This is an optimization exercise on Yosys and OpenROAD, whose aim is small area, a short achievable clock period and few clock cycles per item, not a production implementation.
At most, simulation tests tie the RTL to the original design; equivalence was not proved.
No activity file was given, so power comes from the tool's default toggle rates.

==> flow/design.v <==
`default_nettype none
package sst_pkg;
   localparam int CAPACITY_DEFAULT = 16;
   localparam int KEY_BITS_DEFAULT = 16;
   localparam int COUNT_W = 16;
   localparam int TOTAL_W = 20;
   localparam int KEY_PORT_W = 16;
   localparam logic [COUNT_W-1:0] LIMIT_RESET = 16'd64;
   localparam logic CMD_INSERT = 1'b0;
   localparam logic CMD_QUERY  = 1'b1;
   localparam logic STATUS_OK      = 1'b0;
   localparam logic STATUS_NOSPACE = 1'b1;
endpackage
`default_nettype wire
`default_nettype none
module sst_ram #(
   parameter int WIDTH     = 32,
   parameter int DEPTH     = 16,
   parameter int ADDR_BITS = (DEPTH > 1) ? $clog2(DEPTH) : 1
) (
   input  wire logic                 clock,
   input  wire logic                 wr_en,
   input  wire logic [ADDR_BITS-1:0] wr_addr,
   input  wire logic [WIDTH-1:0]     wr_data,
   input  wire logic [ADDR_BITS-1:0] rd_addr,
   output logic      [WIDTH-1:0]     rd_data
);
   logic [WIDTH-1:0] mem_ff [DEPTH];
   logic [WIDTH-1:0] rd_data_ff;
   assign rd_data = rd_data_ff;
   always_ff @(posedge clock) begin
      if (wr_en) begin
         mem_ff[wr_addr] <= wr_data;
      end
      rd_data_ff <= mem_ff[rd_addr];
   end
endmodule
`default_nettype wire
`default_nettype none
module sorted_stack_count_table
#(
   parameter int CAPACITY = sst_pkg::CAPACITY_DEFAULT,
   parameter int KEY_BITS = sst_pkg::KEY_BITS_DEFAULT
) (
   input  wire logic                  clock,
   input  wire logic                  reset,
   input  wire logic                  req_valid,
   output logic                       req_ready,
   input  wire logic                  req_cmd,
   input  wire logic [sst_pkg::KEY_PORT_W-1:0] req_item_key,
   input  wire logic [sst_pkg::COUNT_W-1:0]    req_add_count,
   output logic                       rsp_valid,
   input  wire logic                  rsp_ready,
   output logic                       rsp_status,
   output logic                       rsp_found,
   output logic [sst_pkg::COUNT_W-1:0]         rsp_item_count,
   output logic [sst_pkg::TOTAL_W-1:0]         rsp_total_units,
   input  wire logic                  csr_wr_en,
   input  wire logic [sst_pkg::COUNT_W-1:0]    csr_wr_data
);
   localparam int CW = sst_pkg::COUNT_W;
   localparam int TW = sst_pkg::TOTAL_W;
   localparam int IW = (CAPACITY > 1) ? $clog2(CAPACITY) : 1;
   localparam int UW = $clog2(CAPACITY + 1);
   logic [KEY_BITS-1:0] key_ff [CAPACITY];
   logic [CW-1:0]       cnt_ff [CAPACITY];
   logic [UW-1:0]       used_ff;            
   logic [TW-1:0]       total_ff;
   logic [CW-1:0]       limit_ff;
   logic                a_v;
   logic                a_cmd;
   logic [KEY_BITS-1:0] a_key;
   logic [CW-1:0]       a_add;
   logic                p_v;
   logic                p_cmd;
   logic [KEY_BITS-1:0] p_key;
   logic [CW-1:0]       p_add;
   logic [IW-1:0]       p_idx;              
   logic                p_hit;
   logic [CW-1:0]       p_cnt;
   logic [CW-1:0]       p_room;             
   logic                p_big;              
   logic                p_same;
   logic                r_v, s_v;
   logic                r_status, r_found, s_status, s_found;
   logic [CW-1:0]       r_count, s_count;
   logic [TW-1:0]       r_total;
   logic                lr_found;
   logic [CW-1:0]       lr_count;
   logic [IW-1:0]       lr_idx;             
   function automatic logic [CW-1:0] add_pp(input logic [CW-1:0] a, input logic [CW-1:0] b);
      logic [CW-1:0] p, g, gn, pn, pp;
      p  = a ^ b;
      g  = a & b;
      pp = p;
      for (int d = 1; d < CW; d = d * 2) begin
         gn = g;
         pn = pp;
         for (int i = d; i < CW; i++) begin
            gn[i] = g[i] | (pp[i] & g[i-d]);
            pn[i] = pp[i] & pp[i-d];
         end
         g  = gn;
         pp = pn;
      end
      add_pp = p ^ {g[CW-2:0], 1'b0};
   endfunction
   function automatic logic le_pp(input logic [CW-1:0] a, input logic [CW-1:0] b);
      logic [CW-1:0] gt, eq;
      gt = a & ~b;
      eq = ~(a ^ b);
      for (int w = 1; w < CW; w = w * 2) begin
         for (int i = 0; i + w < CW; i = i + 2 * w) begin
            gt[i] = gt[i+w] | (eq[i+w] & gt[i]);
            eq[i] = eq[i+w] & eq[i];
         end
      end
      le_pp = !gt[0];
   endfunction
   logic                fire;               
   logic                a_go;               
   logic                a_v_nx, p_v_nx, r_v_nx, s_v_nx;
   logic                rdy_ff;
   assign fire      = p_v & ~s_v;
   assign a_go      = ~p_v | ~s_v;
   assign req_ready = rdy_ff;
   assign rsp_valid       = r_v;
   assign rsp_status      = r_status;
   assign rsp_found       = r_found;
   assign rsp_item_count  = r_count;
   assign rsp_total_units = r_total;
   always_comb begin
      a_v_nx = (req_valid && req_ready) || (a_v && !a_go);
      p_v_nx = (a_v && a_go) || (p_v && !fire);
      r_v_nx = s_v || fire || (r_v && !rsp_ready);
      s_v_nx = s_v ? !rsp_ready : (fire && r_v && !rsp_ready);
   end
   always_ff @(posedge clock) begin
      if (reset) begin
         a_v    <= 1'b0;
         p_v    <= 1'b0;
         r_v    <= 1'b0;
         s_v    <= 1'b0;
         rdy_ff <= 1'b1;
      end else begin
         a_v    <= a_v_nx;
         p_v    <= p_v_nx;
         r_v    <= r_v_nx;
         s_v    <= s_v_nx;
         rdy_ff <= !(a_v_nx && p_v_nx && s_v_nx);
      end
      if (req_ready) begin
         a_cmd <= req_cmd;
         a_key <= KEY_BITS'(req_item_key);
         a_add <= req_add_count;
      end
   end
   logic [CAPACITY-1:0] l_match;
   logic [CW-1:0]       l_cnt;
   logic [IW-1:0]       l_idx;
   always_comb begin
      l_cnt = '0;
      l_idx = '0;
      for (int i = 0; i < CAPACITY; i++) begin
         l_match[i] = (UW'(i) < used_ff) && (key_ff[i] == a_key);
         l_cnt      = l_cnt | (l_match[i] ? cnt_ff[i] : '0);
         l_idx      = l_idx | (l_match[i] ? IW'(i) : '0);
      end
   end
   always_ff @(posedge clock) begin
      if (a_go) begin
         p_cmd   <= a_cmd;
         p_key   <= a_key;
         p_add   <= a_add;
         p_idx   <= l_idx;
         p_hit   <= |l_match;
         p_cnt   <= l_cnt;
         p_room  <= limit_ff - a_add;
         p_big   <= a_add > limit_ff;
         p_same  <= fire && (a_key == p_key);
      end
   end
   logic [IW-1:0]       idx;
   logic                hit;
   logic [CW-1:0]       cnt;
   logic                fits_p, fits_r, fits;
   logic [CW-1:0]       sum_p, sum_r, sum;
   logic                ok;
   logic                ins;
   logic                do_add;
   logic                full;
   logic [IW-1:0]       widx;
   logic                res_status, res_found;
   logic [CW-1:0]       res_count;
   logic [TW-1:0]       total_nx;
   always_comb begin
      idx      = p_same ? lr_idx : p_idx;
      hit      = p_same ? lr_found : p_hit;
      cnt      = p_same ? lr_count : p_cnt;
      fits_p   = le_pp(p_cnt, p_room);
      fits_r   = le_pp(lr_count, p_room);
      fits     = (p_same && fits_r) || (!p_same && fits_p);
      sum_p    = add_pp(p_cnt, p_add);
      sum_r    = add_pp(lr_count, p_add);
      sum      = ({CW{p_same}} & sum_r) | ({CW{!p_same}} & sum_p);
      ins      = (p_cmd == sst_pkg::CMD_INSERT);
      full     = used_ff == UW'(CAPACITY);
      ok       = !p_big && fits && (hit || !full);
      do_add   = fire && ins && ok;
      widx     = hit ? idx : IW'(used_ff);
      res_status = (ins && !ok) ? sst_pkg::STATUS_NOSPACE : sst_pkg::STATUS_OK;
      res_found  = hit || (ins && ok);
      res_count  = (ins && ok) ? sum : cnt;
      total_nx   = do_add ? total_ff + TW'(p_add) : total_ff;
   end
   always_ff @(posedge clock) begin
      for (int i = 0; i < CAPACITY; i++) begin
         if (fire && (hit || !full) && widx == IW'(i)) begin
            key_ff[i] <= p_key;
            cnt_ff[i] <= res_count;
         end
      end
      if (fire) begin
         lr_idx   <= widx;
         lr_found <= res_found;
         lr_count <= res_count;
      end
      if (reset) begin
         used_ff  <= '0;
         total_ff <= '0;
         limit_ff <= sst_pkg::LIMIT_RESET;
      end else begin
         if (do_add && !hit) begin
            used_ff <= used_ff + UW'(1);
         end
         total_ff <= total_nx;
         if (csr_wr_en) begin
            limit_ff <= csr_wr_data;
         end
      end
   end
   always_ff @(posedge clock) begin
      if (!r_v || rsp_ready) begin
         r_status <= s_v ? s_status : res_status;
         r_found  <= s_v ? s_found  : res_found;
         r_count  <= s_v ? s_count  : res_count;
         r_total  <= total_nx;
      end
      if (!s_v) begin
         s_status <= res_status;
         s_found  <= res_found;
         s_count  <= res_count;
      end
   end
endmodule
`default_nettype wire
clock: 10.0 ns
lec_check: 0
abc_clock_period_in_ps: 2500
cap_margin: 20
core_margin: 2
core_utilization: 75
cts_cluster_diameter: 100
cts_cluster_size: 25
place_density: 0.82
slew_margin: 20
standard.sh (not shown) runs the stock make flow with config.mk's settings and CLKGATE_MAP_FILE= SYNTH_SCRIPT=/design/flow/synth_recipe.tcl, a recipe that flattens the netlist after the stock synthesis.
==> flow/flow/run.sh <==
#!/bin/bash
# The standard layout, with repair_timing asked for 7 ns of setup slack
# at the design's own clock period and constraints (constraint.sdc unchanged)
set -euo pipefail
bash standard.sh SETUP_SLACK_MARGIN=7 finish > make_finish.log 2>&1
Testbench counts at the start, summed over its fixed seeds: cycles 4,288, requests 4,096.
Then changed:
--- a/flow/design.v
+++ b/flow/design.v
@@ -57,40 +57,38 @@
    output logic [sst_pkg::TOTAL_W-1:0]         rsp_total_units,
    input  wire logic                  csr_wr_en,
    input  wire logic [sst_pkg::COUNT_W-1:0]    csr_wr_data
 );
    localparam int CW = sst_pkg::COUNT_W;
    localparam int TW = sst_pkg::TOTAL_W;
-   localparam int IW = (CAPACITY > 1) ? $clog2(CAPACITY) : 1;
-   localparam int UW = $clog2(CAPACITY + 1);
    logic [KEY_BITS-1:0] key_ff [CAPACITY];
    logic [CW-1:0]       cnt_ff [CAPACITY];
-   logic [UW-1:0]       used_ff;            
+   logic [CAPACITY-1:0] vld_ff;             
+   logic [CAPACITY-1:0] lins_ff;            
    logic [TW-1:0]       total_ff;
    logic [CW-1:0]       limit_ff;
    logic                a_v;
    logic                a_cmd;
    logic [KEY_BITS-1:0] a_key;
    logic [CW-1:0]       a_add;
    logic                p_v;
    logic                p_cmd;
    logic [KEY_BITS-1:0] p_key;
    logic [CW-1:0]       p_add;
-   logic [IW-1:0]       p_idx;              
+   logic [CAPACITY-1:0] p_match;
    logic                p_hit;
    logic [CW-1:0]       p_cnt;
    logic [CW-1:0]       p_room;             
    logic                p_big;              
    logic                p_same;
    logic                r_v, s_v;
    logic                r_status, r_found, s_status, s_found;
    logic [CW-1:0]       r_count, s_count;
    logic [TW-1:0]       r_total;
    logic                lr_found;
    logic [CW-1:0]       lr_count;
-   logic [IW-1:0]       lr_idx;             
    function automatic logic [CW-1:0] add_pp(input logic [CW-1:0] a, input logic [CW-1:0] b);
       logic [CW-1:0] p, g, gn, pn, pp;
       p  = a ^ b;
       g  = a & b;
       pp = p;
       for (int d = 1; d < CW; d = d * 2) begin
@@ -154,87 +152,84 @@
          a_key <= KEY_BITS'(req_item_key);
          a_add <= req_add_count;
       end
    end
    logic [CAPACITY-1:0] l_match;
    logic [CW-1:0]       l_cnt;
-   logic [IW-1:0]       l_idx;
    always_comb begin
       l_cnt = '0;
-      l_idx = '0;
       for (int i = 0; i < CAPACITY; i++) begin
-         l_match[i] = (UW'(i) < used_ff) && (key_ff[i] == a_key);
+         l_match[i] = vld_ff[i] && (key_ff[i] == a_key);
          l_cnt      = l_cnt | (l_match[i] ? cnt_ff[i] : '0);
-         l_idx      = l_idx | (l_match[i] ? IW'(i) : '0);
       end
    end
    always_ff @(posedge clock) begin
       if (a_go) begin
          p_cmd   <= a_cmd;
          p_key   <= a_key;
          p_add   <= a_add;
-         p_idx   <= l_idx;
+         p_match <= l_match;
          p_hit   <= |l_match;
          p_cnt   <= l_cnt;
          p_room  <= limit_ff - a_add;
          p_big   <= a_add > limit_ff;
          p_same  <= fire && (a_key == p_key);
       end
    end
-   logic [IW-1:0]       idx;
+   logic [CAPACITY-1:0] m;
    logic                hit;
    logic [CW-1:0]       cnt;
    logic                fits_p, fits_r, fits;
    logic [CW-1:0]       sum_p, sum_r, sum;
    logic                ok;
    logic                ins;
    logic                do_add;
-   logic                full;
-   logic [IW-1:0]       widx;
+   logic [CAPACITY-1:0] free_oh;
+   logic [CAPACITY-1:0] wsel;
    logic                res_status, res_found;
    logic [CW-1:0]       res_count;
    logic [TW-1:0]       total_nx;
    always_comb begin
-      idx      = p_same ? lr_idx : p_idx;
+      m        = p_match | (p_same ? lins_ff : '0);
       hit      = p_same ? lr_found : p_hit;
       cnt      = p_same ? lr_count : p_cnt;
       fits_p   = le_pp(p_cnt, p_room);
       fits_r   = le_pp(lr_count, p_room);
       fits     = (p_same && fits_r) || (!p_same && fits_p);
       sum_p    = add_pp(p_cnt, p_add);
       sum_r    = add_pp(lr_count, p_add);
       sum      = ({CW{p_same}} & sum_r) | ({CW{!p_same}} & sum_p);
       ins      = (p_cmd == sst_pkg::CMD_INSERT);
-      full     = used_ff == UW'(CAPACITY);
-      ok       = !p_big && fits && (hit || !full);
+      ok       = !p_big && fits && (hit || !vld_ff[CAPACITY-1]);
       do_add   = fire && ins && ok;
-      widx     = hit ? idx : IW'(used_ff);
+      free_oh  = ~vld_ff & {vld_ff[CAPACITY-2:0], 1'b1};
+      wsel     = hit ? m : free_oh;
       res_status = (ins && !ok) ? sst_pkg::STATUS_NOSPACE : sst_pkg::STATUS_OK;
       res_found  = hit || (ins && ok);
       res_count  = (ins && ok) ? sum : cnt;
       total_nx   = do_add ? total_ff + TW'(p_add) : total_ff;
    end
    always_ff @(posedge clock) begin
       for (int i = 0; i < CAPACITY; i++) begin
-         if (fire && (hit || !full) && widx == IW'(i)) begin
+         if (fire && wsel[i]) begin
             key_ff[i] <= p_key;
             cnt_ff[i] <= res_count;
          end
       end
       if (fire) begin
-         lr_idx   <= widx;
+         lins_ff  <= (do_add && !hit) ? free_oh : '0;
          lr_found <= res_found;
          lr_count <= res_count;
       end
       if (reset) begin
-         used_ff  <= '0;
+         vld_ff   <= '0;
          total_ff <= '0;
          limit_ff <= sst_pkg::LIMIT_RESET;
       end else begin
          if (do_add && !hit) begin
-            used_ff <= used_ff + UW'(1);
+            vld_ff <= {vld_ff[CAPACITY-2:0], 1'b1};
          end
          total_ff <= total_nx;
          if (csr_wr_en) begin
             limit_ff <= csr_wr_data;
          end
       end
After rerunning:
- sequential cell count came out higher by 35
- routed wire length came out lower by 6.9%
- utilization came out lower by 2.2 points
- combinational power came out lower by about 2%
- clock power stays flat
- non-clock buffer count came out lower by 20
The RTL of the second run of this note was laid out without a check of its function.

==> re-timing with driven ports <==
The results above use ideal ports. As a check the final layouts listed here were re-extracted and re-timed, cells and wires unchanged.
Step 1 sets driving cells, clkbuf_16 on the clock port and buf_2 on the other inputs (assumed; they add their load-dependent delay and slew).
Step 2 moves the port delays by t, midway between the first and last clock arrival at a register: inputs arrive t later, outputs are due t later. That takes back most of the time a late clock gives input paths.
Three values: ideal ports, drivers, drivers and shift; two values: the first two.
| run | t (ns) | setup slack, ns | hold slack, ns | clock arrival spread, ns | worst data-port slew with drivers (ns) |
|---|---|---|---|---|---|
| the first run | 0.654 | 6.634 / 6.634 / 6.426 | 0.454 / 0.454 / 0.454 | 0.042 / 0.042 | 0.05 |
| the second run | 0.642 | 6.654 / 6.654 / 6.480 | 0.448 / 0.448 / 0.448 | 0.036 / 0.036 | 0.07 |
After both steps every run listed still meets setup and hold. For the first run, which loses most, drivers alone change the setup slack by 0.000 ns; drivers and shift together by -0.208 ns.
